This is an optimization exercise on Yosys and OpenROAD, whose aim is small area, a short achievable clock period and few clock cycles per item, not a production implementation.
Function was not checked in any run shown here: the RTL went through the layout flow alone.
Power figures rest on the tool's default switching activity, not on a simulated workload.

**flow/config.mk**
```make
export PLATFORM = sky130hd
export DESIGN_NAME = session_replay_counter_table
export DESIGN_NICKNAME = session_replay_counter_table
export VERILOG_FILES = /design/flow/design.v
export SDC_FILE = /design/flow/constraint.sdc
export NUM_CORES = 4
export LEC_CHECK = 0
export CAP_MARGIN = 20
export CORE_MARGIN = 2
export CORE_UTILIZATION = 40
export SETUP_SLACK_MARGIN = 3.4
export SLEW_MARGIN = 20
```
**flow/constraint.sdc**
```tcl
create_clock -name core_clock -period 6.0 [get_ports {i_clk}]
set_input_delay 1.2000 -clock core_clock [delete_from_list [all_inputs] [get_ports {i_clk}]]
set_output_delay 1.2000 -clock core_clock [all_outputs]
set_load 0.01 [all_outputs]
```
**flow/run.sh**
```bash
#!/bin/bash
# synth_recipe.tcl (not shown) runs the flow's synth.tcl, then flattens the netlist and writes it again
# the make line also repeats each setting of config.mk as NAME=value (left out here)
make -C /OpenROAD-flow-scripts/flow DESIGN_CONFIG=/design/flow/config.mk WORK_HOME=/design/flow/orfs CLKGATE_MAP_FILE= SYNTH_SCRIPT=/design/flow/synth_recipe.tcl finish
```
**flow/design.v**
```verilog
package srct_pkg;
    localparam int SLOTS = 8;
    localparam int IDX_W = (SLOTS > 1) ? $clog2(SLOTS) : 1;
    localparam logic KIND_CHECK   = 1'b0;
    localparam logic KIND_RESTORE = 1'b1;
endpackage
module session_replay_counter_table (
    input  logic        i_clk,
    input  logic        i_rst_n,
    input  logic        i_in_valid,
    output logic        o_in_ready,
    input  logic        i_in_kind,
    input  logic [31:0] i_in_sess,
    input  logic [31:0] i_in_counter,
    output logic        o_out_valid,
    input  logic        i_out_ready,
    output logic        o_out_accepted
);
    localparam int SLOTS = srct_pkg::SLOTS;
    logic [SLOTS-1:0] r_valid;
    logic [31:0]      r_sess [SLOTS];
    logic [31:0]      r_ctr  [SLOTS];
    logic             r_v2;       
    logic [SLOTS-1:0] r_sel2;     
    logic             r_any2;     
    logic             r_force2;   
    logic [31:0]      r_c2;       
    logic             r_v3;
    logic [SLOTS-1:0] r_sel3;
    logic             r_any3;
    logic             r_force3;
    logic [31:0]      r_c3;
    logic [31:0]      r_hctr3;    
    logic [2:0]       r_qcnt;
    logic [3:0]       r_qacc;
    logic             r_ovalid;   
    logic             r_ready;
    logic [SLOTS-1:0] w_hit;
    logic [SLOTS-1:0] w_first_free;
    logic [SLOTS-1:0] w_sel;
    logic             w_any_hit;
    logic             w_seen_free;
    logic             w_cnz;
    logic             w_take;
    logic             w_alloc;
    logic [31:0]      w_hctr;
    logic             w_same;
    logic             w_gt;
    logic             w_wr3;
    logic             w_acc3;
    logic             w_pop;
    function automatic logic gt32(input logic [31:0] a, input logic [31:0] b);
        logic [31:0] g;
        logic [31:0] l;
        g = a & ~b;
        l = ~a & b;
        for (int w = 1; w < 32; w = w * 2) begin
            for (int k = 0; k < 32; k = k + 2 * w) begin
                g[k] = g[k + w] | (~l[k + w] & g[k]);
                l[k] = l[k + w] | (~g[k + w] & l[k]);
            end
        end
        gt32 = g[0];
    endfunction
    assign w_take = i_in_valid && r_ready;
    assign w_cnz  = (i_in_counter != 32'd0);
    always_comb begin
        w_seen_free = 1'b0;
        for (int i = 0; i < SLOTS; i++) begin
            w_hit[i]        = r_valid[i] && (r_sess[i] == i_in_sess);
            w_first_free[i] = !r_valid[i] && !w_seen_free;
            w_seen_free     = w_seen_free || !r_valid[i];
        end
        w_any_hit = |w_hit;
        w_alloc   = w_cnz && !w_any_hit && w_seen_free;
        w_sel     = w_any_hit ? w_hit : (w_first_free & {SLOTS{w_alloc}});
    end
    always_comb begin
        w_gt   = gt32(r_c3, r_hctr3);
        w_wr3  = r_force3 || w_gt;
        w_acc3 = r_any3 && w_wr3;
    end
    always_comb begin
        w_same = |(r_sel2 & r_sel3);
        w_hctr = '0;
        for (int i = 0; i < SLOTS; i++)
            if (r_sel2[i]) w_hctr = w_hctr | r_ctr[i];
        if (w_same && w_wr3) w_hctr = r_c3;
    end
    always_ff @(posedge i_clk) begin
        for (int i = 0; i < SLOTS; i++) begin
            if (w_first_free[i])           r_sess[i] <= i_in_sess;
            if (r_sel3[i] && w_wr3)        r_ctr[i]  <= r_c3;
        end
        r_c2     <= i_in_counter;
        r_force2 <= w_alloc || (i_in_kind && w_cnz);
        r_c3     <= r_c2;
        r_force3 <= r_force2;
        r_hctr3  <= w_hctr;
    end
    logic [3:0] n_qacc;
    logic [2:0] n_qcnt;
    always_comb begin
        n_qacc = r_qacc;
        n_qcnt = r_qcnt;
        if (w_pop) begin
            n_qacc = {1'b0, r_qacc[3:1]};
            n_qcnt = n_qcnt - 3'd1;
        end
        if (r_v3) begin
            n_qacc[n_qcnt[1:0]] = w_acc3;
            n_qcnt              = n_qcnt + 3'd1;
        end
    end
    assign w_pop = r_ovalid && i_out_ready;
    always_ff @(posedge i_clk) begin
        if (!i_rst_n) begin
            r_valid  <= '0;
            r_v2     <= 1'b0;
            r_sel2   <= '0;
            r_any2   <= 1'b0;
            r_v3     <= 1'b0;
            r_sel3   <= '0;
            r_any3   <= 1'b0;
            r_qcnt   <= 3'd0;
            r_ovalid <= 1'b0;
            r_ready  <= 1'b1;
        end else begin
            r_valid  <= r_valid | (w_first_free & {SLOTS{w_take && w_alloc}});
            r_v2     <= w_take;
            r_sel2   <= w_sel & {SLOTS{w_take}};
            r_any2   <= w_take && (w_any_hit || w_alloc);
            r_v3     <= r_v2;
            r_sel3   <= r_sel2;
            r_any3   <= r_any2;
            r_qcnt   <= n_qcnt;
            r_ovalid <= (n_qcnt != 3'd0);
            r_ready  <= ({1'b0, n_qcnt} + {3'b0, r_v2} + {3'b0, w_take}) < 4'd4;
        end
        r_qacc <= n_qacc;
    end
    assign o_in_ready     = r_ready;
    assign o_out_valid    = r_ovalid;
    assign o_out_accepted = r_qacc[0];
endmodule
```
==> results of run 1 <==
[cell usage in the layout, fill, tap and decap left out, types with 9 or more instances in the layout]
| master | n |
|---|---|
| inv_1 | 32 |
| nor4_2 | 21 |
| nand3_1 | 17 |
| clkbuf_1 | 15 |
| nand4_1 | 92 |
| and2_1 | 14 |
| xnor2_2 | 24 |
| nor2_1 | 16 |
| clkinv_2 | 10 |
| clkdlybuf4s50_1 | 34 |
| clkbuf_16 | 75 |
| maj3_1 | 17 |
| mux2_4 | 30 |
| buf_8 | 14 |
| xor2_1 | 129 |
| nand2b_1 | 15 |
| clkbuf_8 | 9 |
| nand2_1 | 27 |
| edfxtp_1 | 512 |
| buf_12 | 44 |
| buf_4 | 60 |
| nor3_1 | 14 |
| buf_6 | 35 |
| a22oi_1 | 132 |
| xnor2_1 | 95 |
| dfxtp_1 | 121 |
| nor4_1 | 48 |
| and2_4 | 16 |
| nor2b_1 | 14 |
[power groups by stage]
stage | clock network [W] | registers, W | logic (W)
after floorplan | 0 | 0.00521 | 0.000558
after global placement | 0 | 0.00524 | 0.000830
after detailed placement | 0 | 0.00525 | 0.000842
after CTS | 0.00435 | 0.00515 | 0.000940
after global routing | 0.00453 | 0.00517 | 0.00105
final | 0.00428 | 0.00516 | 0.000982
[sequential cells by signal (all words and copies together), names as in the netlist, 3 cells and up]
register and cells:
r_qcnt 3, r_ctr 256, r_sel3 8, r_qacc 4, r_sess 256, r_hctr3 32
r_sel2 8, r_c2 32, r_c3 32, r_valid 8
[cell type report]
class | instances | area, um2
fillers | 4978 | 30100
multi-input cells | 872 | 7440
repair buffers | 204 | 2650
flip-flops and latches | 647 | 18100
clock buffers | 96 | 1980
well taps | 837 | 1050
inverters | 33 | 124
clock inverters | 32 | 334
[path summary, 6_finish.rpt]
| path | from | endpoint | cells past startpoint |
|---|---|---|---|
| setup / recovery | r_c3[24] | r_hctr3[31] | 10 |
| hold / removal | r_c2[20] | r_c3[20] | 0 |
| setup reg to reg | r_c3[24] | r_hctr3[31] | 10 |
| hold reg to reg | r_c2[20] | r_c3[20] | 0 |
[cells by family after synthesis]
logic type / Yosys count
compound gates: 189
xor+xnor: 260
fa+ha+maj: 31
buf+inv: 105
flops: 647
mux: 33
simple gates: 347
[per-stage QoR]
step	hold slack, ns	utilization [%]	setup slack [ns]	instance area, um2
after floorplan	0.309	-	3.10	25600
after global placement	0.312	43.8	1.52	27100
after detailed placement	0.312	43.8	1.45	27100
after CTS	0.326	50.1	3.08	31000
after global routing	0.330	51.3	3.04	31700
final	0.325	51.3	3.08	31700
[worst max-delay path: stages (launching register included)]
cell and delay (ns):
dfxtp_4 0.35, nor2b_4 0.12, maj3_2 0.31, maj3_2 0.31, maj3_2 0.33, a211oi_4 0.33
nand2_2 0.16, o211ai_4 0.27, buf_6 0.17, buf_12 0.14, mux2_2 0.33
[repair_timing]
action,4_1_cts,5_1_grt
pin swaps,67,40
setup endpoints to repair,315,322
setup buffers,63,18
gates cloned,19,4
resized for setup,314,84
[layer usage]
layer,vias to the layer above,GRT usage (%)
li1,6626,-
met1,7790,30.0
met2,667,34.4
met3,119,3.65
met4,0,7.39
met5,-,0
==> impl_metrics.py, run 1 <==
metrics = {
    "routing": {
        "wl_met1_mm": 29.9,
        "dr.max_layer_used": "met4",
        "detail-route-antenna-nets": 0,
        "avgRoutedWirePerCell_um": 25.8,
        "wl_met2_mm": 33.0,
        "vias_per_cell": 5.59,
        "routed_wl_mm": 70.2,
        "drt_iter0_markers": 1469,
        "route.met3.wl_mm": 5.37,
        "drc": 0,
        "drt_first_pass_iters": 5,
        "num_vias": 15200,
    },
    "placement": {
        "hpwl_mm": 36.1,
        "gp_congestion": 0.891,
        "place_inst": 2489,
        "portBuffers": 71,
    },
    "power": {
        "p_comb_share_pct": 9.4,
        "power.internal_w": 0.00797,
        "power_density_mw_per_mm2": 329,
        "pwr-share-seq_pct": 49.5,
        "p_sw_share_pct": 23.5,
        "pwr-share-clk_pct": 41.1,
        "p_leak_nw": 10.7,
        "peakVddDrop_uv": 219,
        "p_switching_w": 0.00245,
        "power_w": 0.0104,
    },
    "worst_setup_path": {
        "timing.reg2reg.setup_slack_ns": 3.08,
        "cp-end-kind": "register",
        "cp-start-kind": "register",
        "critPathRequiredTime_ns": 6.50,
        "cp.arrival_ns": 3.43,
        "crit_fanout": 5,
        "path_class": "register to register",
    },
    "final_layout": {
        "finalNetCount": 1903,
        "final-instance-count-excl-fill": 2721,
        "synthToLayoutAreaGrowth_pct": 26.4,
        "final_layout_size_suffix_gt1_share_pct": 24.3,
        "num_antenna_cells": 0,
    },
    "synthesis": {
        "synth_xor_area_share_pct": 9.08,
        "syn_area_mm2": 0.0251,
        "yosys.area_share.simple_pct": 8.19,
        "syn_nets": 1687,
        "synth_area_leaders": "edfxtp_1 (61%), dfxtp_1 (11%), xor2_1 (4.9%), xnor2_1 (4.2%), a22oi_1 (4.0%)",
        "synth_most_common_cell": "edfxtp_1",
        "yosysSeqAreaShare_pct": 72.1,
        "synthTopCellsByCount": "edfxtp_1 (512), xor2_1 (139), dfxtp_1 (135), a22oi_1 (132), xnor2_1 (121)",
        "post_synth.cell_area_avg_um2": 15.6,
        "synth_edf_count": 512,
        "synth_compound_area_share_pct": 5.63,
        "synth_fa_ha_area_share_pct": 1.33,
        "synth_seq_cells": 647,
        "async_reset_ff_share_pct": 0,
        "muxShareOfSynthArea_pct": 1.93,
        "yosysWarningCount": 3,
        "synth_area_leader_cell": "edfxtp_1",
        "ys_types": 57,
        "yosysTopAreaCellShare_pct": 61.3,
        "syn_inst": 1612,
        "synth-main-ff-cell": "edfxtp_1",
        "synth_top_family_by_area": "XOR/XNOR gates",
    },
    "global_route": {
        "grt_overflow": 0,
        "grt_pass1_wl_mm": 101,
        "grt_start_max_net_pins": 36,
        "grt_pass1_vias": 15100,
        "antenna_found_initial": 0,
        "track_usage_pct": 21.6,
    },
    "cts": {
        "h-tree-depth": 3,
        "cts_sinks": 647,
        "insertion_delay_ns": 0.62,
        "cts_hold_buf": 0,
        "clk_pin_slew_worst_paths_ns": 0.06,
        "numCtsBuffers": 70,
        "cts_root_buf": "clkbuf_16",
        "cts_tree": "built",
        "clock_path_buffers": 3,
    },
    "die": {
        "rows": 91,
        "die_area_mm2": 0.0647,
        "initial_utilization_pct": 40.6,
        "ioPinCount": 72,
        "die_w_um": 254,
        "die_h_um": 254,
        "coreArea_mm2": 0.0618,
    },
    "sta": {
        "hold_viol": 0,
        "tns_ns": 0,
        "maxSlewViolCount": 0,
        "min_period_over_period_pct": 48.7,
        "skew_ns": 0.0372,
        "setup_viol": 0,
        "fin_crit_ns": 2.92,
        "rsz0062_at_grt": "true",
        "slew_headroom_pct": 43.2,
        "tightest_slew_ns": 0.852,
        "fmax_mhz": 342,
    },
    "status": {
        "status": "timing/DRC/antenna clean",
    },
    "job": {
        "maxCapViolations": 0,
    },
    "min_path": {
        "min_path_type": "register to register",
    },
}
==> run 2: changes to the inputs <==
--- a/flow/config.mk
+++ b/flow/config.mk
@@ -8,5 +8,5 @@
 export CAP_MARGIN = 20
 export CORE_MARGIN = 2
 export CORE_UTILIZATION = 40
-export SETUP_SLACK_MARGIN = 3.4
+export SETUP_SLACK_MARGIN = 3.7
 export SLEW_MARGIN = 20
==> run 2 against run 1 <==
  * Die area stayed put
  * Count of clock-buffer cells in the layout shrank 1
  * Design area up 2.9%
  * Sequential share of layout area is 1.6 points lower
  * Worst setup slack worse by 0.010 ns
  * Combinational power rose by 13%
  * Sequential power barely moved
  * Maximum frequency down 0.34%
  * Largest cell class unchanged
==> impl_metrics.py, run 2 <==
metrics = {
    "status": {
        "status": "timing/DRC/antenna clean",
    },
    "sta": {
        "tns_ns": 0,
        "min_period_over_period_pct": 48.9,
        "fin_crit_ns": 2.93,
        "maxSlewViolCount": 0,
        "skew_ns": 0.0364,
        "fmax_mhz": 341,
        "hold_viol": 0,
        "setup_viol": 0,
        "setup_slack_ns": 3.07,
        "slew_headroom_pct": 53.7,
        "rsz0062_at_grt": "true",
        "tightest_slew_ns": 0.693,
    },
    "global_route": {
        "track_usage_pct": 21.6,
        "grt_use_met2_pct": 33.8,
        "gr-usage-met1_pct": 29.4,
        "use_met3_pct": 4.01,
        "grt-busiest-layer": "met2",
        "antenna_found_initial": 1,
        "grt_pass1_wl_mm": 101,
        "grt_overflow": 0,
        "grt_pass1_vias": 15300,
        "grt_start_max_net_pins": 36,
    },
    "final_layout": {
        "finalNetCount": 1957,
        "final_cell_mix": "edfxtp_1 (512), a22oi_1 (132), xor2_1 (127)",
        "final_cell_area_mm2": 0.0326,
        "n_fill_cell": 4919,
        "synthToLayoutAreaGrowth_pct": 30.0,
        "multi_input_area_mm2": 0.00782,
        "final_common_cell": "edfxtp_1",
        "regArea_mm2": 0.0181,
        "final-instance-count-excl-fill": 2776,
        "reg_top3": "r_ctr (256), r_sess (256)",
        "final_util_pct": 52.8,
        "final_layout_size_suffix_gt1_share_pct": 28.4,
        "num_antenna_cells": 0,
    },
    "synthesis": {
        "yosysSeqAreaShare_pct": 72.1,
        "post_synth.cell_area_avg_um2": 15.6,
        "yosysWarningCount": 3,
        "synth-main-ff-cell": "edfxtp_1",
        "async_reset_ff_share_pct": 0,
        "synth_seq_cells": 647,
        "synth_most_common_cell": "edfxtp_1",
        "synth_area_leader_cell": "edfxtp_1",
        "syn_nets": 1687,
        "ys_types": 57,
        "synthTopCellsByCount": "edfxtp_1 (512), xor2_1 (139), dfxtp_1 (135), a22oi_1 (132), xnor2_1 (121)",
        "syn_area_mm2": 0.0251,
        "yosysTopAreaCellShare_pct": 61.3,
        "synth_area_leaders": "edfxtp_1 (61%), dfxtp_1 (11%), xor2_1 (4.9%), xnor2_1 (4.2%), a22oi_1 (4.0%)",
        "synth_edf_count": 512,
        "syn_inst": 1612,
    },
    "placement": {
        "dpl_worst_slack_ns": 1.36,
        "portBuffers": 71,
        "place_inst": 2490,
        "place_area_mm2": 0.0271,
        "gp_congestion": 0.863,
        "hpwl_mm": 36.5,
    },
    "cts": {
        "clk_pin_slew_worst_paths_ns": 0.06,
        "insertion_delay_ns": 0.63,
        "cts_root_buf": "clkbuf_16",
        "cts_tree": "built",
        "clock_path_buffers": 3,
        "numCtsBuffers": 70,
        "h-tree-depth": 3,
        "cts_hold_buf": 0,
        "cts_sinks": 647,
    },
    "routing": {
        "num_vias": 15400,
        "avgRoutedWirePerCell_um": 25.7,
        "vias_per_cell": 5.54,
        "drc": 0,
        "drt_iter0_markers": 1619,
        "drt_first_pass_iters": 5,
        "routed_wl_mm": 71.3,
        "detail-route-antenna-nets": 0,
    },
    "worst_setup_path": {
        "cp-start-kind": "register",
        "timing.reg2reg.setup_slack_ns": 3.07,
        "path_class": "register to register",
        "cp.arrival_ns": 3.42,
        "critPathRequiredTime_ns": 6.48,
        "cp-end-kind": "register",
        "crit_fanout": 7,
    },
    "power": {
        "p_leak_nw": 11.1,
        "peakVddDrop_uv": 167,
        "power_density_mw_per_mm2": 322,
    },
    "die": {
        "die_h_um": 254,
        "rows": 91,
        "coreArea_mm2": 0.0618,
        "die_area_mm2": 0.0647,
        "ioPinCount": 72,
        "initial_utilization_pct": 40.6,
        "die_w_um": 254,
    },
    "job": {
        "maxCapViolations": 0,
    },
    "min_path": {
        "min_path_type": "register to register",
    },
}
==> run 2: changes by cell type in the layout (fill, tap and decap cells not counted), sizes merged, moves of 3 or more <==
cell / previous run / this run
dlygate4sd2: 3 / 0
clkinvlp: 4 / 0
clkinv: 21 / 28
buf: 157 / 216
==> run 2: path summary, 6_finish.rpt <==
kind | start | depth (start not counted) | to
worst max-delay path | r_c3[24] | 10 | r_hctr3[18]
worst min-delay path | r_c2[30] | 0 | r_c3[30]
worst max register to register | r_c3[24] | 10 | r_hctr3[18]
worst min register to register | r_c2[30] | 0 | r_c3[30]
==> run 2: layer usage <==
layer	up-vias	wire length (um)
li1	6735	-
met1	7811	30400
met2	679	33300
met3	159	4740
met4	0	2890
met5	-	0
==> run 2: report_power, final <==
group          switching, W  internal [W]  total, W
clock               0.00177       0.00247   0.00425
sequential         0.000118       0.00504   0.00515
combinational      0.000599      0.000511   0.00111
total               0.00249       0.00802    0.0105
==> run 2: area by class of cell <==
cell class	instances	area share, %
multi-input combinational	872	24.0
timing repair buffer	258	9.91
sequential	647	55.6
clock inverter	34	1.01
clock buffer	95	5.98
inverter	33	0.380
tap	837	3.21
==> run 2: kinds of logic after synthesis <==
group           count (synthesis)  share of synthesized area, %
compound gates                189                          5.63
mux                            33                          1.93
simple gates                  347                          8.19
flops                         647                          72.1
xor+xnor                      260                          9.08
fa+ha+maj                      31                          1.33
buf+inv                       105                          1.77
==> run 2: critical path, cell delays in order, from the launching register on <==
cell,delay (ns)
dfxtp_4,0.35
nor2b_4,0.12
maj3_2,0.30
maj3_2,0.31
maj3_2,0.33
a211oi_4,0.36
nand2_2,0.15
o211ai_4,0.24
buf_6,0.17
buf_12,0.15
mux2_4,0.31
==> run 2: repair_timing <==
item / in CTS / in global routing
setup buffers: 100 / 35
setup endpoints to repair: 349 / 345
pin swaps: 72 / 41
resized for setup: 376 / 102
gates cloned: 18 / 4
==> run 2: through the flow <==
step / power [W] / hold WS [ns]
3_3_place_gp: 0.00609 / 0.315
3_5_place_dp: 0.00611 / 0.312
4_1_cts: 0.0105 / 0.326
2_1_floorplan: 0.00579 / 0.309
5_1_grt: 0.0108 / 0.331
6_report: 0.0105 / 0.326
==> run 3: changes to the inputs <==
--- a/flow/design.v
+++ b/flow/design.v
@@ -17,6 +17,7 @@
     output logic        o_out_accepted
 );
     localparam int SLOTS = srct_pkg::SLOTS;
+    localparam int NB    = 4;   
     logic [SLOTS-1:0] r_valid;
     logic [31:0]      r_sess [SLOTS];
     logic [31:0]      r_ctr  [SLOTS];
@@ -30,7 +31,12 @@
     logic             r_any3;
     logic             r_force3;
     logic [31:0]      r_c3;
-    logic [31:0]      r_hctr3;    
+    logic [NB-1:0]    r_gb3;      
+    logic [NB-1:0]    r_eb3;      
+    logic [NB-1:0]    r_gf3;      
+    logic [NB-1:0]    r_ef3;      
+    logic             r_same3;    
+    logic             r_wr4;      
     logic [2:0]       r_qcnt;
     logic [3:0]       r_qacc;
     logic             r_ovalid;   
@@ -44,24 +50,16 @@
     logic             w_take;
     logic             w_alloc;
     logic [31:0]      w_hctr;
-    logic             w_same;
+    logic [NB-1:0]    w_gb;
+    logic [NB-1:0]    w_eb;
+    logic [NB-1:0]    w_gf;
+    logic [NB-1:0]    w_ef;
+    logic [NB-1:0]    w_g3;
+    logic [NB-1:0]    w_e3;
     logic             w_gt;
     logic             w_wr3;
     logic             w_acc3;
     logic             w_pop;
-    function automatic logic gt32(input logic [31:0] a, input logic [31:0] b);
-        logic [31:0] g;
-        logic [31:0] l;
-        g = a & ~b;
-        l = ~a & b;
-        for (int w = 1; w < 32; w = w * 2) begin
-            for (int k = 0; k < 32; k = k + 2 * w) begin
-                g[k] = g[k + w] | (~l[k + w] & g[k]);
-                l[k] = l[k + w] | (~g[k + w] & l[k]);
-            end
-        end
-        gt32 = g[0];
-    endfunction
     assign w_take = i_in_valid && r_ready;
     assign w_cnz  = (i_in_counter != 32'd0);
     always_comb begin
@@ -76,16 +74,30 @@
         w_sel     = w_any_hit ? w_hit : (w_first_free & {SLOTS{w_alloc}});
     end
     always_comb begin
-        w_gt   = gt32(r_c3, r_hctr3);
-        w_wr3  = r_force3 || w_gt;
-        w_acc3 = r_any3 && w_wr3;
-    end
-    always_comb begin
-        w_same = |(r_sel2 & r_sel3);
         w_hctr = '0;
         for (int i = 0; i < SLOTS; i++)
             if (r_sel2[i]) w_hctr = w_hctr | r_ctr[i];
-        if (w_same && w_wr3) w_hctr = r_c3;
+        for (int b = 0; b < NB; b++) begin
+            w_gb[b] = r_c2[8*b +: 8] >  w_hctr[8*b +: 8];
+            w_eb[b] = r_c2[8*b +: 8] == w_hctr[8*b +: 8];
+            w_gf[b] = r_c2[8*b +: 8] >  r_c3[8*b +: 8];
+            w_ef[b] = r_c2[8*b +: 8] == r_c3[8*b +: 8];
+        end
+    end
+    always_comb begin
+        if (r_same3 && r_wr4) begin
+            w_g3 = r_gf3;
+            w_e3 = r_ef3;
+        end else begin
+            w_g3 = r_gb3;
+            w_e3 = r_eb3;
+        end
+        w_gt = w_g3[3] ||
+               (w_e3[3] && (w_g3[2] ||
+                            (w_e3[2] && (w_g3[1] ||
+                                         (w_e3[1] && w_g3[0])))));
+        w_wr3  = r_force3 || w_gt;
+        w_acc3 = r_any3 && w_wr3;
     end
     always_ff @(posedge i_clk) begin
         for (int i = 0; i < SLOTS; i++) begin
@@ -96,7 +108,12 @@
         r_force2 <= w_alloc || (i_in_kind && w_cnz);
         r_c3     <= r_c2;
         r_force3 <= r_force2;
-        r_hctr3  <= w_hctr;
+        r_gb3    <= w_gb;
+        r_eb3    <= w_eb;
+        r_gf3    <= w_gf;
+        r_ef3    <= w_ef;
+        r_same3  <= |(r_sel2 & r_sel3);
+        r_wr4    <= w_wr3;
     end
     logic [3:0] n_qacc;
     logic [2:0] n_qcnt;
--- a/flow/config.mk
+++ b/flow/config.mk
@@ -8,5 +8,5 @@
 export CAP_MARGIN = 20
 export CORE_MARGIN = 2
 export CORE_UTILIZATION = 40
-export SETUP_SLACK_MARGIN = 3.7
+export SETUP_SLACK_MARGIN = 3.4
 export SLEW_MARGIN = 20
==> run 3 against run 2 <==
  * Sequential power fell by 2%
  * Clock power fell by 3%
  * Synthesized cell count rose by 2.8%
  * First-iteration DRC count fell by 2.9%
  * Worst hold slack improved by 0.028 ns
  * Global-route usage barely moved
  * Flip-flop and latch count fell by 16
  * Design area fell by 3.0%
  * Critical path depth fell by 1
  * Combinational power barely moved
  * Die area rose by 0.97%
  * Critical path type is now primary input to register
  * Critical endpoint is now r_valid[6]
==> impl_metrics.py, run 3 <==
metrics = {
    "status": {
        "status": "timing/DRC/antenna clean",
    },
    "worst_setup_path": {
        "cp.arrival_ns": 3.30,
        "r2r_start": "r_sel2[7]",
        "cp-start-kind": "primary input",
        "cp-end-kind": "register",
        "crit_start": "i_in_sess[28]",
        "crit_fanout": 16,
        "path_class": "primary input to register",
        "critPathRequiredTime_ns": 6.49,
    },
    "sta": {
        "min_period_over_period_pct": 46.8,
        "slew_headroom_pct": 55.1,
        "hold_viol": 0,
        "tns_ns": 0,
        "setup_slack_ns": 3.19,
        "maxSlewViolCount": 0,
        "fmax_mhz": 356,
        "skew_ns": 0.0298,
        "tightest_slew_ns": 0.672,
        "setup_viol": 0,
        "rsz0062_at_grt": "true",
        "fin_crit_ns": 2.81,
    },
    "job": {
        "maxCapViolations": 0,
    },
    "cts": {
        "cts_sinks": 631,
        "h-tree-depth": 3,
        "cts_root_buf": "clkbuf_16",
        "clk_pin_slew_worst_paths_ns": 0.06,
        "cts_tree": "built",
        "numCtsBuffers": 68,
        "clock_path_buffers": 3,
        "cts_hold_buf": 0,
        "insertion_delay_ns": 0.61,
    },
    "power": {
        "p_comb_share_pct": 10.7,
        "pwr-share-clk_pct": 40.1,
        "power_density_mw_per_mm2": 325,
        "power_w": 0.0103,
        "peakVddDrop_uv": 175,
        "p_switching_w": 0.00253,
        "p_sw_share_pct": 24.7,
        "power.internal_w": 0.00774,
        "p_leak_nw": 10.7,
        "pwr-share-seq_pct": 49.2,
    },
    "synthesis": {
        "synth_edf_count": 512,
        "ys_types": 58,
        "synth_area_leaders": "edfxtp_1 (61%), dfxtp_1 (9.4%), xor2_1 (5.0%), a22oi_1 (3.9%), xnor2_1 (3.9%)",
        "yosysTopAreaCellShare_pct": 60.7,
        "synth_seq_cells": 631,
        "syn_area_mm2": 0.0253,
        "yosys.area_share.simple_pct": 8.58,
        "post_synth.cell_area_avg_um2": 15.3,
        "synth_top_family_by_area": "XOR/XNOR gates",
        "muxShareOfSynthArea_pct": 0.0395,
        "synth_xor_area_share_pct": 9.11,
        "synth-main-ff-cell": "edfxtp_1",
        "syn_inst": 1657,
        "synth_compound_area_share_pct": 6.58,
        "async_reset_ff_share_pct": 0,
        "synth_fa_ha_area_share_pct": 3.46,
        "synth_most_common_cell": "edfxtp_1",
        "synth_area_leader_cell": "edfxtp_1",
        "yosysWarningCount": 3,
        "yosysSeqAreaShare_pct": 70.1,
        "synthTopCellsByCount": "edfxtp_1 (512), xor2_1 (144), a22oi_1 (133), dfxtp_1 (119), xnor2_1 (114)",
        "syn_nets": 1796,
    },
    "routing": {
        "drt_first_pass_iters": 5,
        "drc": 0,
        "route.met3.wl_mm": 5.46,
        "num_vias": 15300,
        "detail-route-antenna-nets": 0,
        "vias_per_cell": 5.58,
        "wl_met2_mm": 32.9,
        "routed_wl_mm": 71.5,
        "dr.max_layer_used": "met4",
        "drt_iter0_markers": 1572,
        "avgRoutedWirePerCell_um": 26.1,
        "wl_met1_mm": 31.5,
    },
    "global_route": {
        "grt_pass1_vias": 15300,
        "antenna_found_initial": 1,
        "grt_pass1_wl_mm": 104,
        "grt_overflow": 0,
        "grt_start_max_net_pins": 36,
        "track_usage_pct": 21.6,
    },
    "placement": {
        "portBuffers": 71,
        "gp_congestion": 0.963,
        "dpl_worst_slack_ns": 1.35,
        "hpwl_mm": 44.2,
        "place_inst": 2541,
    },
    "final_layout": {
        "reg_top3": "r_ctr (256), r_sess (256)",
        "final_cell_mix": "edfxtp_1 (512), a22oi_1 (133), dfxtp_1 (115)",
        "synthToLayoutAreaGrowth_pct": 24.9,
        "finalNetCount": 1977,
        "final_common_cell": "edfxtp_1",
        "final_util_pct": 50.3,
        "final_layout_size_suffix_gt1_share_pct": 22.0,
        "final-instance-count-excl-fill": 2738,
        "num_antenna_cells": 0,
    },
    "min_path": {
        "min_path_type": "register to register",
        "hold_start": "r_c2[16]",
    },
    "die": {
        "coreArea_mm2": 0.0629,
        "die_w_um": 256,
        "initial_utilization_pct": 40.3,
        "die_h_um": 256,
        "die_area_mm2": 0.0654,
        "ioPinCount": 72,
        "rows": 92,
    },
}
run 3: cell count changes in the layout (fill, tap and decap cells not counted), moves of 22 or more:
cell / before / now
nand4_1: 92 / 66
ha_1: 4 / 70
xor2_1: 127 / 91
and4_1: 0 / 29
xor2_2: 5 / 37
buf_6: 50 / 15
mux2_4: 32 / 0
nor2_1: 14 / 36
buf_12: 57 / 23
run 3: cell type report:
class	instances	area (um2)
clock inverter	27	285
inverter	44	165
timing repair buffer	180	1980
fill	5284	31200
tap	846	1060
clock buffer	97	1900
multi-input combinational	913	8470
sequential	631	17800
run 3: metal layers:
| metal | up-vias | global-route usage, % |
|---|---|---|
| met1 | 7806 | 31.3 |
| li1 | 6698 | - |
| met2 | 655 | 33.2 |
| met5 | - | 0 |
| met3 | 108 | 4.04 |
| met4 | 0 | 6.22 |
run 3: metrics by stage:
step / cell area [um2] / hold slack, ns
floorplan: 25600 / 0.310
global placement: 27100 / 0.346
detailed placement: 27100 / 0.338
CTS: 30800 / 0.359
global route: 31600 / 0.362
finish: 31600 / 0.354
run 3: cell families after synthesis:
| kind of cell | after synthesis |
|---|---|
| fa+ha+maj | 70 |
| buf+inv | 114 |
| xor+xnor | 261 |
| compound gates | 226 |
| flops | 631 |
| simple gates | 354 |
| mux | 1 |
run 3: final timing paths:
kind	slack, ns	endpoint	cells after the start
max	3.19	r_valid[6]	9
min	0.35	r_c3[16]	0
min reg2reg	0.35	r_c3[16]	0
max reg2reg	3.49	r_gb3[3]	11
run 3: power groups by stage:
stage	combinational [W]	clock, W	sequential (W)
2_1_floorplan	0.000567	0	0.00510
3_3_place_gp	0.000925	0	0.00512
3_5_place_dp	0.000931	0	0.00513
4_1_cts	0.00104	0.00418	0.00505
5_1_grt	0.00118	0.00435	0.00507
6_report	0.00110	0.00412	0.00506
run 3: repair_timing:
action / 4_1_cts / 5_1_grt
gates resized for setup: 331 / 122
cloned: 7 / 0
pin swaps: 58 / 57
buffers inserted: 38 / 27
hold endpoints to repair: 0 / 0
setup endpoints to repair: 313 / 41
run 3: worst max-delay path, stage by stage:
cell	delay, ns
buf_4	0.27
xor2_1	0.16
nor4_2	0.34
nand4b_1	0.21
nor4_4	0.40
a2111o_1	0.25
buf_12	0.13
nor2_4	0.05
a32o_1	0.27
==> run 4: changes to the inputs <==
--- a/flow/config.mk
+++ b/flow/config.mk
@@ -8,5 +8,5 @@
 export CAP_MARGIN = 20
 export CORE_MARGIN = 2
 export CORE_UTILIZATION = 40
-export SETUP_SLACK_MARGIN = 3.4
+export SETUP_SLACK_MARGIN = 3.0
 export SLEW_MARGIN = 20
==> run 4 against run 3 <==
  * Still clean on timing, DRC and antenna
  * Non-clock buffer count shrank 36
  * Core utilization decreased by 2.0 points
  * Combinational power decreased by 8%
  * Synthesized area unchanged
  * Flip-flop and latch count unchanged
  * Sequential share of layout area is 2.3 points higher
  * First-iteration DRC count fell by 16%
==> impl_metrics.py, run 4 <==
metrics = {
    "status": {
        "status": "timing/DRC/antenna clean",
    },
    "die": {
        "ioPinCount": 72,
        "initial_utilization_pct": 40.3,
        "coreArea_mm2": 0.0629,
        "die_area_mm2": 0.0654,
        "die_h_um": 256,
        "rows": 92,
        "die_w_um": 256,
    },
    "routing": {
        "avgRoutedWirePerCell_um": 25.8,
        "num_vias": 14900,
        "routed_wl_mm": 69.9,
        "vias_per_cell": 5.50,
        "detail-route-antenna-nets": 0,
        "drc": 0,
        "drt_iter0_markers": 1318,
        "drt_first_pass_iters": 5,
    },
    "cts": {
        "numCtsBuffers": 69,
        "clock_path_buffers": 3,
        "cts_tree": "built",
        "h-tree-depth": 3,
        "insertion_delay_ns": 0.61,
        "cts_hold_buf": 0,
        "cts_root_buf": "clkbuf_16",
        "clk_pin_slew_worst_paths_ns": 0.06,
        "cts_sinks": 631,
    },
    "synthesis": {
        "syn_inst": 1657,
        "yosysTopAreaCellShare_pct": 60.7,
        "synth_seq_cells": 631,
        "synth_most_common_cell": "edfxtp_1",
        "syn_area_mm2": 0.0253,
        "ys_types": 58,
        "yosysSeqAreaShare_pct": 70.1,
        "syn_nets": 1796,
        "synth_area_leaders": "edfxtp_1 (61%), dfxtp_1 (9.4%), xor2_1 (5.0%), a22oi_1 (3.9%), xnor2_1 (3.9%)",
        "synthTopCellsByCount": "edfxtp_1 (512), xor2_1 (144), a22oi_1 (133), dfxtp_1 (119), xnor2_1 (114)",
        "yosysWarningCount": 3,
        "synth_area_leader_cell": "edfxtp_1",
        "synth-main-ff-cell": "edfxtp_1",
        "post_synth.cell_area_avg_um2": 15.3,
        "synth_edf_count": 512,
        "async_reset_ff_share_pct": 0,
    },
    "worst_setup_path": {
        "r2r_start": "r_sel2[5]",
        "cp.arrival_ns": 3.49,
        "critPathRequiredTime_ns": 6.50,
        "reg2reg_depth": 11,
        "cp-start-kind": "primary input",
        "endpoint": "r_sel2[1]",
        "cp-end-kind": "register",
        "crit_start": "i_in_sess[9]",
        "path_class": "primary input to register",
        "rr_endpoint": "r_gb3[2]",
        "timing.reg2reg.setup_slack_ns": 3.18,
        "crit_fanout": 16,
    },
    "power": {
        "power_density_mw_per_mm2": 339,
        "p_leak_nw": 10.3,
        "peakVddDrop_uv": 226,
    },
    "sta": {
        "skew_ns": 0.0330,
        "fin_crit_ns": 2.99,
        "slew_headroom_pct": 23.6,
        "rsz0062_at_grt": "false",
        "tns_ns": 0,
        "setup_viol": 0,
        "hold_viol": 0,
        "holdWs_ns": 0.350,
        "maxSlewViolCount": 0,
        "min_period_over_period_pct": 49.9,
        "tightest_slew_ns": 1.15,
        "fmax_mhz": 334,
    },
    "min_path": {
        "min_path_type": "register to register",
    },
    "global_route": {
        "grt_start_max_net_pins": 36,
        "track_usage_pct": 20.8,
        "grt_pass1_wl_mm": 99.5,
        "antenna_found_initial": 2,
        "grt_overflow": 0,
        "grt_pass1_vias": 14700,
    },
    "placement": {
        "gp_congestion": 0.894,
        "hpwl_mm": 44.8,
        "place_area_mm2": 0.0271,
        "portBuffers": 71,
    },
    "job": {
        "maxCapViolations": 0,
    },
    "final_layout": {
        "final_layout_size_suffix_gt1_share_pct": 15.9,
        "final_common_cell": "edfxtp_1",
        "reg_top3": "r_ctr (256), r_sess (256)",
        "synthToLayoutAreaGrowth_pct": 19.9,
        "final_cell_area_mm2": 0.0304,
        "finalNetCount": 1942,
        "n_fill_cell": 5391,
        "final_cell_mix": "edfxtp_1 (512), a22oi_1 (133), xor2_1 (125)",
    },
}
==> run 4: cell types whose count changed in the layout (fill, tap and decap cells not counted), moves of 8 or more <==
cell	previous run	this run
xor2_1	91	125
buf_4	80	51
xnor2_1	80	101
xnor2_2	29	9
xor2_4	19	1
xor2_2	37	21
nor4_1	41	56
nor4_2	24	11
buf_12	23	11
buf_6	15	4
clkbuf_1	22	13
buf_2	5	13
==> run 4: layout make-up <==
cell class	instances	area, um2	area share [%]
flip-flops and latches	631	17800	58.5
multi-input cells	913	7620	25.1
clock buffers	93	1960	6.45
repair buffers	144	1470	4.84
well taps	846	1060	3.48
clock inverters	32	345	1.14
inverters	44	165	0.544
diodes	2	5.00	0.0165
==> run 4: kinds of logic after synthesis <==
| family | Yosys count | synth area share [%] |
|---|---|---|
| muxes | 1 | 0.0395 |
| DFF | 631 | 70.1 |
| adders and majority gates | 70 | 3.46 |
| xor gates and xnor gates | 261 | 9.11 |
| AOI/OAI and AO/OA | 226 | 6.58 |
| buffers and inverters | 114 | 2.12 |
| and+or+nand+nor | 354 | 8.58 |
==> run 4: per-stage QoR <==
step                power (W)  instances  worst slack (ns)  util [%]
floorplan             0.00564       1657              3.02         -
global placement      0.00604       2543              1.33      43.1
detailed placement    0.00605       2543              1.26      43.1
CTS                    0.0103       2674              3.01      47.5
global route           0.0106       2703              2.99      48.3
finish                 0.0103       2705              3.01      48.3
==> run 4: how the worst min path moves through the flow <==
stage	from	endpoint	slack (ns)	cells after the start
final	r_c2[24]	r_c3[24]	0.35	0
after global routing	r_c2[24]	r_c3[24]	0.36	0
after CTS	r_c2[24]	r_c3[24]	0.35	0
after detailed placement	r_c2[16]	r_c3[16]	0.34	0
after global placement	r_c2[16]	r_c3[16]	0.34	0
after floorplan	r_force2	r_force3	0.31	0
==> run 4: repair_timing <==
action	4_1_cts	5_1_grt
cloned	1	6
setup buffers	5	22
gates resized for setup	139	92
endpoints found under the hold margin	0	0
pin swaps	8	17
setup endpoints to repair	22	23
==> run 4: power by group <==
group          switching, W  internal [W]  leakage, nW  total [W]
Sequential         0.000112       0.00493         5.65    0.00504
Clock               0.00176       0.00250         1.13    0.00425
Combinational      0.000627      0.000384         3.49    0.00101
==> run 4: worst max-delay path: stages <==
cell	delay, ns
clkdlybuf4s18_2	0.41
xor2_1	0.30
nor4_2	0.31
nand4_1	0.18
nor4_4	0.39
a2111o_1	0.30
buf_6	0.14
nor2_4	0.05
a31o_1	0.21
==> run 4: metal layers <==
metal / vias up / global-route usage (%) / share of wire (%)
met4: 0 / 8.45 / 3.8
met1: 7577 / 27.6 / 42
met2: 502 / 33.5 / 47
met3: 130 / 4.15 / 6.4
li1: 6663 / - / -
met5: - / 0 / 0
==> run 5: changes to the inputs <==
--- a/flow/config.mk
+++ b/flow/config.mk
@@ -7,6 +7,6 @@
 export LEC_CHECK = 0
 export CAP_MARGIN = 20
 export CORE_MARGIN = 2
-export CORE_UTILIZATION = 40
-export SETUP_SLACK_MARGIN = 3.0
+export CORE_UTILIZATION = 60
+export SETUP_SLACK_MARGIN = 3.4
 export SLEW_MARGIN = 20
==> run 5 against run 4 <==
  * Die area down 33%
  * Critical endpoint is now r_ctr[6][8]
  * Total power down 4.1%
  * Flip-flop and latch count unchanged
  * Non-clock buffer count up 3
  * First-iteration DRC count up 12%
  * Largest cell class unchanged
  * Critical path depth down 4
  * Synthesized cell count unchanged
  * Synthesized area unchanged
  * Via count down 0.46%
  * Worst setup slack better by 0.22 ns
  * Sequential share of layout area down 0.12 points
  * Sequential power about the same
==> impl_metrics.py, run 5 <==
metrics = {
    "routing": {
        "drt_iter0_markers": 1478,
        "avgRoutedWirePerCell_um": 28.5,
        "detail-route-antenna-nets": 0,
        "routed_wl_mm": 68.0,
        "drt_first_pass_iters": 5,
        "vias_per_cell": 6.20,
        "drc": 0,
        "num_vias": 14800,
    },
    "synthesis": {
        "yosysSeqAreaShare_pct": 70.1,
        "synth-main-ff-cell": "edfxtp_1",
        "synth_most_common_cell": "edfxtp_1",
        "syn_inst": 1657,
        "muxShareOfSynthArea_pct": 0.0395,
        "synth_area_leaders": "edfxtp_1 (61%), dfxtp_1 (9.4%), xor2_1 (5.0%), a22oi_1 (3.9%), xnor2_1 (3.9%)",
        "async_reset_ff_share_pct": 0,
        "syn_area_mm2": 0.0253,
        "synth_seq_cells": 631,
        "synth_xor_area_share_pct": 9.11,
        "synthTopCellsByCount": "edfxtp_1 (512), xor2_1 (144), a22oi_1 (133), dfxtp_1 (119), xnor2_1 (114)",
        "syn_nets": 1796,
        "yosysWarningCount": 3,
        "synth_compound_area_share_pct": 6.58,
        "synth_area_leader_cell": "edfxtp_1",
        "synth_top_family_by_area": "XOR/XNOR gates",
        "synth_fa_ha_area_share_pct": 3.46,
        "synth_edf_count": 512,
        "yosysTopAreaCellShare_pct": 60.7,
        "yosys.area_share.simple_pct": 8.58,
        "ys_types": 58,
        "post_synth.cell_area_avg_um2": 15.3,
    },
    "worst_setup_path": {
        "path_class": "register to register",
        "cp-start-kind": "register",
        "cp.arrival_ns": 3.02,
        "crit_fanout": 32,
        "critPathRequiredTime_ns": 6.24,
        "cp-end-kind": "register",
    },
    "global_route": {
        "grt_overflow": 0,
        "grt_pass1_vias": 15400,
        "grt_pass1_wl_mm": 99.6,
        "grt_start_max_net_pins": 35,
        "antenna_found_initial": 1,
        "track_usage_pct": 31.6,
    },
    "min_path": {
        "min_path_type": "register to register",
    },
    "power": {
        "p_leak_nw": 10.4,
        "power_density_mw_per_mm2": 325,
        "peakVddDrop_uv": 265,
        "power_w": 0.00988,
    },
    "die": {
        "ioPinCount": 72,
        "die_h_um": 209,
        "die_w_um": 209,
        "rows": 75,
        "die_area_mm2": 0.0439,
        "initial_utilization_pct": 60.5,
        "coreArea_mm2": 0.0419,
    },
    "final_layout": {
        "reg_top3": "r_ctr (256), r_sess (256)",
        "final_layout_size_suffix_gt1_share_pct": 19.6,
        "final_util_pct": 72.8,
        "n_fill_cell": 2681,
        "final_cell_mix": "edfxtp_1 (512), a22oi_1 (133), dfxtp_1 (116)",
        "num_antenna_cells": 0,
        "regArea_mm2": 0.0178,
        "finalNetCount": 1937,
        "final_common_cell": "edfxtp_1",
        "synthToLayoutAreaGrowth_pct": 20.2,
        "multi_input_area_mm2": 0.00811,
    },
    "sta": {
        "slew_headroom_pct": 23.3,
        "fin_crit_ns": 2.77,
        "rsz0062_at_grt": "true",
        "setup_viol": 0,
        "skew_ns": 0.0181,
        "min_period_over_period_pct": 46.2,
        "hold_viol": 0,
        "holdWs_ns": 0.351,
        "maxSlewViolCount": 0,
        "tns_ns": 0,
        "fmax_mhz": 361,
        "tightest_slew_ns": 1.15,
    },
    "cts": {
        "insertion_delay_ns": 0.63,
        "cts_root_buf": "clkbuf_16",
        "cts_tree": "built",
        "clock_path_buffers": 3,
        "numCtsBuffers": 61,
        "cts_hold_buf": 0,
        "cts_sinks": 631,
        "h-tree-depth": 2,
        "clk_pin_slew_worst_paths_ns": 0.07,
    },
    "job": {
        "maxCapViolations": 0,
    },
    "status": {
        "status": "timing/DRC/antenna clean",
    },
    "placement": {
        "portBuffers": 71,
        "hpwl_mm": 42.4,
        "gp_congestion": 0.973,
    },
}
-- run 5: cell types whose count changed in the layout (fill, tap and decap cells not counted), moves of 8 or more --
| cell | previous run | this run |
|---|---|---|
| buf_2 | 13 | 5 |
| nor4_1 | 56 | 43 |
| nor4_2 | 11 | 23 |
| xor2_1 | 125 | 112 |
| clkbuf_16 | 77 | 64 |
| buf_6 | 4 | 17 |
| clkdlybuf4s50_1 | 38 | 27 |
| xnor2_1 | 101 | 77 |
| xnor2_2 | 9 | 32 |
-- run 5: final cells by class --
class                   instances  share of cell area [%]
repair buffers                147                    5.63
multi-input cells             913                    26.6
well taps                     539                    2.21
clock buffers                  82                    5.84
flip-flops and latches        631                    58.3
inverters                      44                   0.555
clock inverters                31                   0.773
-- run 5: report_power, final --
| part | internal [W] | switching [W] | total [W] |
|---|---|---|---|
| clock | 0.00216 | 0.00164 | 0.00380 |
| sequential | 0.00493 | 0.000114 | 0.00504 |
| combinational | 0.000412 | 0.000627 | 0.00104 |
| total | 0.00750 | 0.00238 | 0.00988 |
-- run 5: path summary, 6_finish.rpt --
| path | start | end | slack, ns | cells after the start |
|---|---|---|---|---|
| max | r_gf3[0] | r_ctr[6][8] | 3.23 | 5 |
| min reg2reg | r_c2[24] | r_c3[24] | 0.35 | 0 |
| max reg2reg | r_gf3[0] | r_ctr[6][8] | 3.23 | 5 |
| min | r_c2[24] | r_c3[24] | 0.35 | 0 |
-- run 5: kinds of logic after synthesis --
logic type,after synthesis
flops,631
simple gates,354
xor+xnor,261
compound gates,226
buf+inv,114
fa+ha+maj,70
mux,1
-- run 5: layer usage --
| metal | GRT usage [%] | part of all wire [%] | up-vias |
|---|---|---|---|
| li1 | - | - | 6635 |
| met4 | 17.1 | 6.3 | 0 |
| met2 | 55.8 | 51 | 571 |
| met3 | 4.71 | 5.5 | 173 |
| met5 | 0 | 0 | - |
| met1 | 37.5 | 37 | 7424 |
-- run 5: critical path: stages (launching register included) --
cell	delay [ns]
dfxtp_1	0.35
a21o_1	0.18
a21o_1	0.19
a211oi_1	0.09
o21bai_1	0.52
and2_2	1.03
-- run 5: per-stage QoR --
step           instance area [um2]  setup WS, ns  std cells
6_report                     30400          3.23       2387
5_1_grt                      30400          3.14       2387
4_1_cts                      30000          3.24       2373
3_5_place_dp                 26700          1.47       2226
3_3_place_gp                 26700          1.55       2226
2_1_floorplan                25600          3.09       1657
-- run 5: timing repair --
item | CTS | global route
pin swaps | 23 | 32
setup buffers | 26 | 13
setup endpoints to repair | 270 | 257
cloned | 8 | 0
resized for setup | 335 | 70
==> run 6: changes to the inputs <==
--- a/flow/config.mk
+++ b/flow/config.mk
@@ -8,5 +8,7 @@
 export CAP_MARGIN = 20
 export CORE_MARGIN = 2
 export CORE_UTILIZATION = 60
+export CTS_CLUSTER_DIAMETER = 80
+export CTS_CLUSTER_SIZE = 20
 export SETUP_SLACK_MARGIN = 3.4
 export SLEW_MARGIN = 20
==> run 6 against run 5 <==
  * Wire length rose by 0.85%
  * Cell count is 1.1% lower
  * Sequential share of layout area rose by 0.73 points
  * Worst hold slack gained 0.0064 ns
  * Maximum frequency hardly changed
  * Combinational power up 5%
  * Count of clock-buffer cells in the layout down 20
  * Design area down 1.2%
  * Clock power is 29% lower
  * Critical path type is now primary input to register
  * Critical endpoint is now r_valid[6]
  * Largest power group unchanged
==> impl_metrics.py, run 6 <==
metrics = {
    "worst_setup_path": {
        "path_class": "primary input to register",
        "r2r_start": "r_valid[0]",
        "cp-start-kind": "primary input",
        "critPathRequiredTime_ns": 6.47,
        "cp-end-kind": "register",
        "rr_endpoint": "r_sess[7][11]",
        "cp.arrival_ns": 3.24,
        "timing.reg2reg.setup_slack_ns": 3.42,
        "reg2reg_depth": 6,
        "crit_fanout": 12,
    },
    "die": {
        "die_area_mm2": 0.0439,
        "rows": 75,
        "initial_utilization_pct": 60.5,
        "die_w_um": 209,
        "ioPinCount": 72,
        "coreArea_mm2": 0.0419,
        "die_h_um": 209,
    },
    "min_path": {
        "hold_start": "r_c2[8]",
        "worstHoldEndpoint": "r_c3[8]",
        "hold_path_depth": 0,
        "min_path_type": "register to register",
    },
    "cts": {
        "cts_sinks": 631,
        "h-tree-depth": 2,
        "numCtsBuffers": 38,
        "clock_path_buffers": 3,
        "insertion_delay_ns": 0.58,
        "cts_root_buf": "clkbuf_16",
        "cts_tree": "built",
        "clk_pin_slew_worst_paths_ns": 0.08,
        "cts_hold_buf": 0,
    },
    "power": {
        "p_sw_share_pct": 24.6,
        "pwr-share-clk_pct": 30.4,
        "power.internal_w": 0.00665,
        "p_switching_w": 0.00217,
        "peakVddDrop_uv": 258,
        "p_comb_share_pct": 12.4,
        "power_density_mw_per_mm2": 293,
        "pwr-share-seq_pct": 57.2,
        "p_leak_nw": 10.1,
    },
    "sta": {
        "tightest_slew_ns": 0.804,
        "tns_ns": 0,
        "fmax_mhz": 360,
        "fin_crit_ns": 2.77,
        "skew_ns": 0.0269,
        "min_period_over_period_pct": 46.2,
        "slew_headroom_pct": 46.4,
        "hold_viol": 0,
        "setup_viol": 0,
        "setup_slack_ns": 3.23,
        "maxSlewViolCount": 0,
        "rsz0062_at_grt": "true",
    },
    "routing": {
        "detail-route-antenna-nets": 0,
        "routed_wl_mm": 68.6,
        "vias_per_cell": 6.26,
        "drt_iter0_markers": 1542,
        "drt_first_pass_iters": 6,
        "avgRoutedWirePerCell_um": 29.1,
        "num_vias": 14800,
        "drc": 0,
    },
    "global_route": {
        "antenna_found_initial": 1,
        "grt_start_max_net_pins": 35,
        "track_usage_pct": 31.5,
        "grt_overflow": 0,
        "grt_pass1_wl_mm": 99.2,
        "grt_pass1_vias": 15000,
    },
    "final_layout": {
        "final_layout_size_suffix_gt1_share_pct": 19.3,
        "final-instance-count-excl-fill": 2360,
        "num_antenna_cells": 0,
        "synthToLayoutAreaGrowth_pct": 18.7,
        "finalNetCount": 1932,
        "multi_input_area_mm2": 0.00839,
        "n_fill_cell": 2727,
        "final_cell_mix": "edfxtp_1 (512), a22oi_1 (133), dfxtp_1 (116)",
        "regArea_mm2": 0.0178,
        "reg_top3": "r_ctr (256), r_sess (256)",
        "final_common_cell": "edfxtp_1",
    },
    "placement": {
        "gp_congestion": 0.973,
        "hpwl_mm": 42.4,
        "dpl_worst_slack_ns": 1.47,
        "place_inst": 2226,
        "portBuffers": 71,
    },
    "synthesis": {
        "syn_nets": 1796,
        "synthTopCellsByCount": "edfxtp_1 (512), xor2_1 (144), a22oi_1 (133), dfxtp_1 (119), xnor2_1 (114)",
        "synth_area_leaders": "edfxtp_1 (61%), dfxtp_1 (9.4%), xor2_1 (5.0%), a22oi_1 (3.9%), xnor2_1 (3.9%)",
        "async_reset_ff_share_pct": 0,
        "post_synth.cell_area_avg_um2": 15.3,
        "yosysTopAreaCellShare_pct": 60.7,
        "syn_area_mm2": 0.0253,
        "synth_edf_count": 512,
        "yosysSeqAreaShare_pct": 70.1,
        "synth_area_leader_cell": "edfxtp_1",
        "synth-main-ff-cell": "edfxtp_1",
        "synth_seq_cells": 631,
        "synth_most_common_cell": "edfxtp_1",
        "syn_inst": 1657,
        "yosysWarningCount": 3,
        "ys_types": 58,
    },
    "status": {
        "status": "timing/DRC/antenna clean",
    },
    "job": {
        "maxCapViolations": 0,
    },
}
-- run 6: logic make-up after synthesis --
group	synth area share (%)
multiplexers	0.0395
buffers and inverters	2.12
AND/OR/NAND/NOR	8.58
flip-flops	70.1
XOR/XNOR	9.11
adder cells (fa/ha/maj)	3.46
AO/OA/AOI/OAI	6.58
-- run 6: what timing repair did --
| item | CTS | global route |
|---|---|---|
| setup endpoints to repair | 270 | 66 |
| buffers inserted | 26 | 30 |
| resized for setup | 303 | 173 |
| pin swaps | 11 | 49 |
| cloned | 7 | 2 |
-- run 6: stage by stage --
step | hold WS (ns) | power (W) | cell area [um2] | util (%)
3_5_place_dp | 0.343 | 0.00604 | 26700 | 63.8
3_3_place_gp | 0.339 | 0.00603 | 26700 | 63.8
6_report | 0.357 | 0.00882 | 30100 | 71.9
2_1_floorplan | 0.310 | 0.00567 | 25600 | -
4_1_cts | 0.358 | 0.00877 | 29100 | 69.6
5_1_grt | 0.371 | 0.00910 | 30100 | 71.9
-- run 6: cell type report --
| type | count | share of cell area [%] |
|---|---|---|
| clock inverters | 6 | 0.245 |
| repair buffers | 165 | 6.44 |
| well taps | 539 | 2.24 |
| inverters | 44 | 0.562 |
| multi-input cells | 913 | 27.9 |
| flip-flops and latches | 631 | 59.1 |
| clock buffers | 62 | 3.54 |
-- run 6: routing by layer --
| layer | GRT usage [%] | routed length (um) |
|---|---|---|
| met1 | 38.0 | 25700 |
| met5 | 0 | 10 |
| met2 | 56.2 | 35500 |
| met4 | 15.4 | 3780 |
| met3 | 4.34 | 3590 |
-- run 6: power groups by stage --
| stage | clock, W | combinational (W) | sequential (W) |
|---|---|---|---|
| after floorplan | 0 | 0.000567 | 0.00510 |
| after global placement | 0 | 0.000914 | 0.00512 |
| after detailed placement | 0 | 0.000920 | 0.00513 |
| after CTS | 0.00272 | 0.00102 | 0.00504 |
| after global routing | 0.00287 | 0.00117 | 0.00506 |
| final | 0.00268 | 0.00109 | 0.00504 |
-- run 6: worst max-delay path: stages --
cell and delay (ns):
buf_4 0.24, xor2_1 0.24, nor4_1 0.39, nand3_2 0.19, or4_4 0.47, nand4_4 0.17
nor2_4 0.09, a32o_1 0.24
-- run 6: worst max path at each step --
| stage | cells past startpoint | slack, ns | start | to |
|---|---|---|---|---|
| finish | 8 | 3.23 | i_in_sess[29] | r_valid[6] |
| global route | 9 | 3.21 | i_in_counter[8] | r_valid[4] |
| CTS | 8 | 3.13 | i_in_counter[16] | r_valid[4] |
| detailed placement | 8 | 1.47 | i_in_sess[8] | r_valid[6] |
| global placement | 8 | 1.55 | i_in_sess[7] | r_valid[1] |
| floorplan | 9 | 3.09 | i_in_sess[12] | r_sel2[0] |
==> run 7: changes to the inputs <==
--- a/flow/config.mk
+++ b/flow/config.mk
@@ -8,7 +8,7 @@
 export CAP_MARGIN = 20
 export CORE_MARGIN = 2
 export CORE_UTILIZATION = 60
-export CTS_CLUSTER_DIAMETER = 80
-export CTS_CLUSTER_SIZE = 20
+export CTS_CLUSTER_DIAMETER = 100
+export CTS_CLUSTER_SIZE = 30
 export SETUP_SLACK_MARGIN = 3.4
 export SLEW_MARGIN = 20
==> run 7 against run 6 <==
  * Sequential share of layout area rose by 0.74 points
  * Via count fell by 0.51%
  * Count of clock-buffer cells in the layout fell by 20
  * Flip-flop and latch count did not move
  * Design area fell by 1.2%
  * Largest power group unchanged
  * First-iteration DRC count rose by 0.78%
  * Global-route usage fell by 0.72 points
  * Worst hold slack improved by 0.0042 ns
  * Worst setup slack improved by 0.034 ns
  * Critical path type unchanged
  * Still clean
  * Register-to-register slack got worse by 0.13 ns
  * Die area did not move
  * Combinational power barely moved
==> impl_metrics.py, run 7 <==
metrics = {
    "placement": {
        "portBuffers": 71,
        "gp_congestion": 0.973,
        "hpwl_mm": 42.4,
    },
    "worst_setup_path": {
        "crit_chain": "buf_4 > xor2_2 > nor4_2 > nand3_2 > or4_4 > nand4_4 > nor2_4 > buf_12 > a32o_1",
        "critPathRequiredTime_ns": 6.50,
        "cp_top_family": "simple AND/OR/NAND/NOR gates",
        "cp.arrival_ns": 3.24,
        "cp-end-kind": "register",
        "crit_fanout": 12,
        "reg2reg_depth": 5,
        "cp_slowest_cell": "or4_4",
        "path_class": "primary input to register",
        "critPathBufInv": 2,
        "slowest_delay_ns": 0.47,
        "rr_endpoint": "r_ctr[4][17]",
        "timing.reg2reg.setup_slack_ns": 3.29,
        "r2r_start": "r_gf3[0]",
        "cp-start-kind": "primary input",
    },
    "job": {
        "maxCapViolations": 0,
    },
    "power": {
        "p_switching_w": 0.00206,
        "p_sw_share_pct": 25.1,
        "peakVddDrop_uv": 323,
        "pwr-share-clk_pct": 25.6,
        "power_density_mw_per_mm2": 277,
        "p_comb_share_pct": 13.1,
        "power.internal_w": 0.00616,
        "pwr-share-seq_pct": 61.3,
        "p_leak_nw": 9.97,
    },
    "routing": {
        "drt_iter0_markers": 1554,
        "vias_per_cell": 6.29,
        "detail-route-antenna-nets": 0,
        "num_vias": 14700,
        "routed_wl_mm": 67.6,
        "drt_first_pass_iters": 6,
        "avgRoutedWirePerCell_um": 28.9,
        "drc": 0,
    },
    "synthesis": {
        "synthTopCellsByCount": "edfxtp_1 (512), xor2_1 (144), a22oi_1 (133), dfxtp_1 (119), xnor2_1 (114)",
        "synth_most_common_cell": "edfxtp_1",
        "synth_seq_cells": 631,
        "yosysWarningCount": 3,
        "async_reset_ff_share_pct": 0,
        "synth_edf_count": 512,
        "syn_inst": 1657,
        "ys_types": 58,
        "synth-main-ff-cell": "edfxtp_1",
        "synth_area_leaders": "edfxtp_1 (61%), dfxtp_1 (9.4%), xor2_1 (5.0%), a22oi_1 (3.9%), xnor2_1 (3.9%)",
        "yosysTopAreaCellShare_pct": 60.7,
        "syn_area_mm2": 0.0253,
        "post_synth.cell_area_avg_um2": 15.3,
        "yosysSeqAreaShare_pct": 70.1,
        "synth_area_leader_cell": "edfxtp_1",
        "syn_nets": 1796,
    },
    "global_route": {
        "grt_overflow": 0,
        "antenna_found_initial": 1,
        "grt_start_max_net_pins": 35,
        "track_usage_pct": 30.8,
        "grt_pass1_wl_mm": 97.7,
        "grt_pass1_vias": 14900,
    },
    "final_layout": {
        "synthToLayoutAreaGrowth_pct": 17.3,
        "reg_top3": "r_ctr (256), r_sess (256)",
        "final_layout_size_suffix_gt1_share_pct": 18.8,
        "finalNetCount": 1917,
        "final_common_cell": "edfxtp_1",
        "final_cell_mix": "edfxtp_1 (512), a22oi_1 (133), dfxtp_1 (115)",
    },
    "cts": {
        "clk_pin_slew_worst_paths_ns": 0.11,
        "cts_root_buf": "clkbuf_16",
        "insertion_delay_ns": 0.61,
        "numCtsBuffers": 25,
        "cts_hold_buf": 0,
        "clock_path_buffers": 3,
        "cts_tree": "built",
        "cts_sinks": 631,
        "h-tree-depth": 1,
    },
    "status": {
        "status": "timing/DRC/antenna clean",
    },
    "sta": {
        "fmax_mhz": 365,
        "hold_viol": 0,
        "fin_crit_ns": 2.74,
        "min_period_over_period_pct": 45.7,
        "skew_ns": 0.0469,
        "slew_headroom_pct": 26.0,
        "tns_ns": 0,
        "rsz0062_at_grt": "true",
        "holdWs_ns": 0.361,
        "maxSlewViolCount": 0,
        "setup_viol": 0,
        "tightest_slew_ns": 1.11,
    },
    "min_path": {
        "hold_start": "r_c2[8]",
        "worstHoldEndpoint": "r_c3[8]",
        "hold_path_depth": 0,
        "min_path_type": "register to register",
    },
    "die": {
        "die_h_um": 209,
        "die_area_mm2": 0.0439,
        "die_w_um": 209,
        "initial_utilization_pct": 60.5,
        "coreArea_mm2": 0.0419,
        "ioPinCount": 72,
        "rows": 75,
    },
}
==> run 7: changes by cell type in the layout (fill, tap and decap cells not counted), sizes merged <==
cell | before | now
clkbuf | 66 | 46
bufbuf | 6 | 2
clkinv | 3 | 2
bufinv | 1 | 0
buf | 116 | 119
nor2 | 44 | 43
diode | 0 | 1
dlymetal6s2s | 1 | 9
clkdlybuf4s50 | 33 | 25
==> run 7: layout make-up <==
cell class                 count  area (um2)
inverter                      44         169
clock buffer                  42         689
sequential                   631       17800
tap                          539         674
antenna                        1        2.50
fill                        2731       12100
timing repair buffer         164        1890
multi-input combinational    912        8480
clock inverter                 4        47.5
==> run 7: worst max path at each step <==
stage / to / cells past startpoint / start
2_1_floorplan: r_sel2[0] / 9 / i_in_sess[12]
3_3_place_gp: r_valid[1] / 8 / i_in_sess[7]
3_5_place_dp: r_valid[6] / 8 / i_in_sess[8]
4_1_cts: r_valid[6] / 9 / i_in_sess[7]
5_1_grt: r_ctr[5][11] / 5 / r_gf3[0]
6_report: r_valid[6] / 9 / i_in_sess[29]
==> run 7: kinds of logic after synthesis <==
logic type      Yosys count  share of synthesized area [%]
buf+inv                 114                           2.12
compound gates          226                           6.58
fa+ha+maj                70                           3.46
mux                       1                         0.0395
flops                   631                           70.1
simple gates            354                           8.58
xor+xnor                261                           9.11
==> run 7: power by group through the flow <==
| stage | registers (W) | clock network [W] | logic, W |
|---|---|---|---|
| global placement | 0.00512 | 0 | 0.000914 |
| finish | 0.00504 | 0.00211 | 0.00108 |
| floorplan | 0.00510 | 0 | 0.000567 |
| CTS | 0.00504 | 0.00213 | 0.00101 |
| detailed placement | 0.00513 | 0 | 0.000920 |
| global route | 0.00506 | 0.00227 | 0.00116 |
==> run 7: layer usage <==
layer  wire length, um  global-route usage [%]
met3              3550                    3.74
met4              4120                    16.3
met5                 0                       0
met2             34800                    54.6
met1             25100                    37.2
==> run 7: worst register-to-register path: cells and delay by family, from the launching register on <==
kind / cells / cell delay (ns)
compound gates: 4 / 0.95
flops: 1 / 0.37
simple gates: 1 / 1.00
==> run 7: what timing repair did <==
action	in CTS	in global routing
cloned	3	2
setup buffers	31	27
endpoints found under the setup margin	270	226
pin swaps	37	47
resized for setup	344	136
==> run 7: through the flow <==
step / setup WS (ns) / utilization [%] / total power [W] / std cells / instance area, um2
finish: 3.26 / 71.0 / 0.00823 / 2337 / 29700
global route: 3.18 / 71.0 / 0.00849 / 2336 / 29700
CTS: 3.24 / 68.6 / 0.00817 / 2306 / 28700
detailed placement: 1.47 / 63.8 / 0.00604 / 2226 / 26700
global placement: 1.55 / 63.8 / 0.00603 / 2226 / 26700
floorplan: 3.09 / - / 0.00567 / 1657 / 25600

==> separate check: timing with driven ports <==
How much do the figures lean on ideal ports? The routed layouts below were timed once more, with nothing changed but the port constraints. Step 1 sets driving cells, clkbuf_16 on the clock port and buf_2 on the other inputs (assumed; they add their load-dependent delay and slew). Step 2 times the ports against the registers' clock, not the clock port: input delays grow and output delays shrink by t, the midpoint of the rising clock arrivals with the driver on. Three values: ideal, step 1, step 2; two values: the first two.
run | t, ns | setup WS [ns] | worst hold slack (ns) | worst setup path after step 2 | worst data-port slew with drivers (ns)
run 1 | 0.667 | 3.078 / 3.078 / 2.677 | 0.325 / 0.325 / 0.325 | input to register | 0.06
run 2 | 0.671 | 3.068 / 3.068 / 2.602 | 0.326 / 0.326 / 0.326 | input to register | 0.08
run 3 | 0.659 | 3.190 / 3.228 / 2.569 | 0.354 / 0.354 / 0.354 | input to register | 0.05
run 4 | 0.667 | 3.006 / 3.051 / 2.383 | 0.350 / 0.350 / 0.350 | input to register | 0.04
run 5 | 0.686 | 3.228 / 3.228 / 2.633 | 0.351 / 0.351 / 0.351 | input to register | 0.08
run 6 | 0.629 | 3.226 / 3.249 / 2.619 | 0.357 / 0.357 / 0.357 | input to register | 0.07
run 7 | 0.643 | 3.260 / 3.269 / 2.625 | 0.361 / 0.361 / 0.361 | input to register | 0.07
After both steps every run listed still meets setup and hold. The setup slack of run 7, which loses most, moves by +0.009 ns with the drivers and by -0.635 ns with both steps.
